This is an optimization exercise on Yosys and OpenROAD, whose aim is small area, a short achievable clock period and few clock cycles per item, not a production implementation. RTL that was checked went through simulation tests only; none was proved equivalent to the original. Power figures rest on the tool's default switching activity, not on a simulated workload.

## line_mem_engine
module line_mem_engine #(
    parameter int WORDS_PER_LINE = 16,
    parameter int LINE_BITS      = 32 * WORDS_PER_LINE
) (
    input  logic                 clk,
    input  logic                 rst,
    input  logic                 req_valid,
    output logic                 req_ready,
    input  logic                 req_wr,
    input  logic [31:0]          req_addr,
    input  logic [LINE_BITS-1:0] req_wdata,
    output logic                 resp_valid,
    output logic [LINE_BITS-1:0] resp_rdata,
    output logic                 mem_valid,
    input  logic                 mem_ready,
    output logic                 mem_we,
    output logic [31:0]          mem_addr,
    output logic [31:0]          mem_wdata,
    input  logic                 mem_rvalid,
    input  logic [31:0]          mem_rdata,
    output logic                 err
);
Size: roughly 2400 cells after synthesis, about 560 flip-flops, ~0.021 mm² of cells after synthesis.
==> module line_mem_engine, before the edit <==
module line_mem_engine #(
    parameter int WORDS_PER_LINE = 16,
    parameter int LINE_BITS      = 32 * WORDS_PER_LINE
) (
    input  logic                 clk,
    input  logic                 rst,
    input  logic                 req_valid,
    output logic                 req_ready,
    input  logic                 req_wr,
    input  logic [31:0]          req_addr,
    input  logic [LINE_BITS-1:0] req_wdata,
    output logic                 resp_valid,
    output logic [LINE_BITS-1:0] resp_rdata,
    output logic                 mem_valid,
    input  logic                 mem_ready,
    output logic                 mem_we,
    output logic [31:0]          mem_addr,
    output logic [31:0]          mem_wdata,
    input  logic                 mem_rvalid,
    input  logic [31:0]          mem_rdata,
    output logic                 err
);
    logic        rdy_q;      
    logic        busy_q;     
    logic        val_q;      
    logic        resp_q;
    logic        err_q;
    logic [3:0]  cnt_q;      
    logic [4:0]  out_q;      
    logic        rdok_q;     
    logic        m_idle_q;   
    logic        m_wlast_q;  
    logic        m_wb_q;     
    logic        m_rd_q;     
    logic        we_q;
    logic [25:0] base_q;
    logic [LINE_BITS-1:0] line_q;
    logic xfer, rd_ok, beat, idle, last_cmd, wfin, last_beat, fin, pre;
    logic rdy_n, val_n, we_n, idle_n;
    logic [4:0] out_n;
    logic [3:0] cnt_n;
    assign xfer      = val_q & mem_ready;
    assign rd_ok     = rdok_q;
    assign beat      = mem_rvalid & rd_ok;
    assign idle      = rdy_q & ~val_q;
    assign last_cmd  = (cnt_q == 4'd15);
    assign wfin      = xfer & we_q & last_cmd;
    assign last_beat = beat & ~val_q & (out_q == 5'd1);
    assign fin       = wfin | last_beat;
    assign pre       = req_valid & (wfin | (last_beat & ~req_wr));
    assign rdy_n  = fin | (rdy_q & ~req_valid);
    assign val_n  = pre | (idle & req_valid) | (val_q & ~(xfer & last_cmd));
    assign we_n   = (idle | fin) ? req_wr : we_q;
    assign cnt_n  = cnt_q + {3'd0, xfer};
    assign idle_n = rdy_n & ~val_n;
    always_comb begin
        out_n = out_q;
        if (xfer && !we_q && !beat)
            out_n = out_q + 5'd1;
        else if (!(xfer && !we_q) && beat)
            out_n = out_q - 5'd1;
    end
    always_ff @(posedge clk or negedge rst) begin
        if (!rst) begin
            rdy_q     <= 1'b1;
            busy_q    <= 1'b0;
            val_q     <= 1'b0;
            resp_q    <= 1'b0;
            err_q     <= 1'b0;
            cnt_q     <= 4'd0;
            out_q     <= 5'd0;
            rdok_q    <= 1'b0;
            m_idle_q  <= 1'b1;
            m_wlast_q <= 1'b0;
            m_wb_q    <= 1'b0;
            m_rd_q    <= 1'b0;
        end else begin
            rdy_q     <= rdy_n;
            busy_q    <= ~rdy_n;
            val_q     <= val_n;
            resp_q    <= fin;
            cnt_q     <= cnt_n;
            out_q     <= out_n;
            rdok_q    <= (out_n != 5'd0);
            if (mem_rvalid && !rd_ok) err_q <= 1'b1;
            m_idle_q  <= idle_n;
            m_wlast_q <= ~idle_n & we_n & (cnt_n == 4'd15);
            m_wb_q    <= ~idle_n & we_n & (cnt_n != 4'd15);
            m_rd_q    <= ~idle_n & ~we_n;
        end
    end
    always_ff @(posedge clk) begin
        if (idle || fin) begin
            we_q   <= req_wr;
            base_q <= req_addr[31:6];
        end
    end
    logic s_ld, s_sh, s_hd;
    assign s_ld = m_idle_q | (m_wlast_q & mem_ready);
    assign s_sh = (m_wb_q & mem_ready) | (m_rd_q & mem_rvalid & rd_ok);
    assign s_hd = ~s_ld & ~s_sh;
    always_ff @(posedge clk) begin
        line_q <= ({LINE_BITS{s_ld}} & req_wdata)
                | ({LINE_BITS{s_sh}} & {mem_rdata, line_q[LINE_BITS-1:32]})
                | ({LINE_BITS{s_hd}} & line_q);
    end
    assign req_ready  = ~busy_q;
    assign resp_valid = resp_q;
    assign resp_rdata = line_q;
    assign mem_valid  = val_q;
    assign mem_we     = we_q;
    assign mem_addr   = {base_q, cnt_q, 2'b00};
    assign mem_wdata  = line_q[31:0];
    assign err        = err_q;
endmodule
export LEC_CHECK = 0
export ABC_AREA = 1
export CAP_MARGIN = 20
export CORE_AREA = 6 6 414 414
export CTS_CLUSTER_DIAMETER = 100
export CTS_CLUSTER_SIZE = 22
export DIE_AREA = 0 0 420 420
export SETUP_SLACK_MARGIN = 3.13
export SLEW_MARGIN = 20
create_clock -name core_clock -period 5.5 [get_ports {clk}]
standard.sh (not shown) runs the stock make flow with config.mk's settings and CLKGATE_MAP_FILE= SYNTH_SCRIPT=/design/flow/synth_recipe.tcl, a recipe that flattens the netlist after the stock synthesis.
==> flow/flow/run.sh <==
#!/bin/bash
# Standard ORFS layout with two changes: the smallest buffer on every input
# and output port instead of the default port-buffer cell, and the data
# pins of each bit column of the line register placed side by side, in
# shift order (flow/io.tcl), before the standard pin placement.
set -euo pipefail
export BUFFER_PORTS_ARGS="-buffer_cell sky130_fd_sc_hd__buf_1"
export PRE_IO_PLACEMENT_TCL="$(pwd)/flow/io.tcl"
bash standard.sh > standard_flow.log 2>&1
==> flow/flow/io.tcl <==
# Pin order: each of the 32 bit columns of the line shift register gets
# its pins side by side, in shift order: mem_rdata[c], then for words 15
# down to 0 the word's req_wdata and resp_rdata bits, then mem_wdata[c].
# Eight columns go on each edge; the other pins are placed freely.
set edges {bottom right top left}
for {set e 0} {$e < 4} {incr e} {
  set pins {}
  for {set c [expr {$e * 8}]} {$c < [expr {$e * 8 + 8}]} {incr c} {
    lappend pins "mem_rdata\[$c\]"
    for {set j 15} {$j >= 0} {incr j -1} {
      set k [expr {32 * $j + $c}]
      lappend pins "req_wdata\[$k\]" "resp_rdata\[$k\]"
    }
    lappend pins "mem_wdata\[$c\]"
  }
  set_io_pin_constraint -pin_names $pins -region [lindex $edges $e]:* -group -order
}
The first run produced a clean layout.
Testbench counts at the start, summed over its fixed seeds: cycles 37,500, items 1,600.
Edit:
--- a/flow/design.v
+++ b/flow/design.v
@@ -94,16 +94,21 @@
             we_q   <= req_wr;
             base_q <= req_addr[31:6];
         end
     end
-    logic s_ld, s_sh, s_hd;
-    assign s_ld = m_idle_q | (m_wlast_q & mem_ready);
-    assign s_sh = (m_wb_q & mem_ready) | (m_rd_q & mem_rvalid & rd_ok);
-    assign s_hd = ~s_ld & ~s_sh;
+    logic s_ld_lo, s_ld_hi, s_sh, s_hd_lo, s_hd_hi;
+    assign s_ld_lo = m_idle_q | (m_wlast_q & mem_ready);
+    assign s_ld_hi = m_idle_q | m_wlast_q;
+    assign s_sh    = (m_wb_q & mem_ready) | (m_rd_q & mem_rvalid & rd_ok);
+    assign s_hd_lo = ~s_ld_lo & ~s_sh;
+    assign s_hd_hi = ~s_ld_hi & ~s_sh;
     always_ff @(posedge clk) begin
-        line_q <= ({LINE_BITS{s_ld}} & req_wdata)
-                | ({LINE_BITS{s_sh}} & {mem_rdata, line_q[LINE_BITS-1:32]})
-                | ({LINE_BITS{s_hd}} & line_q);
+        line_q[31:0] <= ({32{s_ld_lo}} & req_wdata[31:0])
+                      | ({32{s_sh}}    & line_q[63:32])
+                      | ({32{s_hd_lo}} & line_q[31:0]);
+        line_q[LINE_BITS-1:32] <= ({(LINE_BITS-32){s_ld_hi}} & req_wdata[LINE_BITS-1:32])
+                                | ({(LINE_BITS-32){s_sh}}    & {mem_rdata, line_q[LINE_BITS-1:64]})
+                                | ({(LINE_BITS-32){s_hd_hi}} & line_q[LINE_BITS-1:32]);
     end
     assign req_ready  = ~busy_q;
     assign resp_valid = resp_q;
     assign resp_rdata = line_q;
Outcome:
- The changed run went through all stages and came out clean
- critical path depth came out higher by 7
- global-route usage came out higher by 1.2 points
- clock skew came out lower by 0.0048 ns
- utilization came out higher by 0.92 points
- total power came out higher by 4.0%
- first-iteration DRC count came out higher by 47%
For the second run of this note, only the layout was checked, not whether the RTL still works.

==> afterwards: timing with drivers on the ports <==
Ports are ideal in the flow. The routed layouts listed here were re-timed in OpenROAD.
Step 1 (the two cells are an assumption about what drives the block):
set clk [get_ports {clk}]
set_driving_cell -lib_cell sky130_fd_sc_hd__clkbuf_16 $clk
set_driving_cell -lib_cell sky130_fd_sc_hd__buf_2 [delete_from_list [all_inputs] $clk]
Step 2 also shifts input and output timing later by t, the mid clock arrival at the registers, as if the neighbouring blocks saw the same clock.
Three values: ideal, step 1, step 2; two values: the first two.
| run | shift t [ns] | slack for setup (ns) | cell pins on the clock port's net |
|---|---|---|---|
| the first run | 0.706 | 3.194 / 3.127 / 2.528 | 1 |
| the second run | 0.716 | 3.172 / 3.105 / 2.486 | 1 |
After both steps every run listed still meets setup and hold. The setup slack of the second run, which loses most, moves by -0.067 ns with the drivers and by -0.686 ns with both steps.
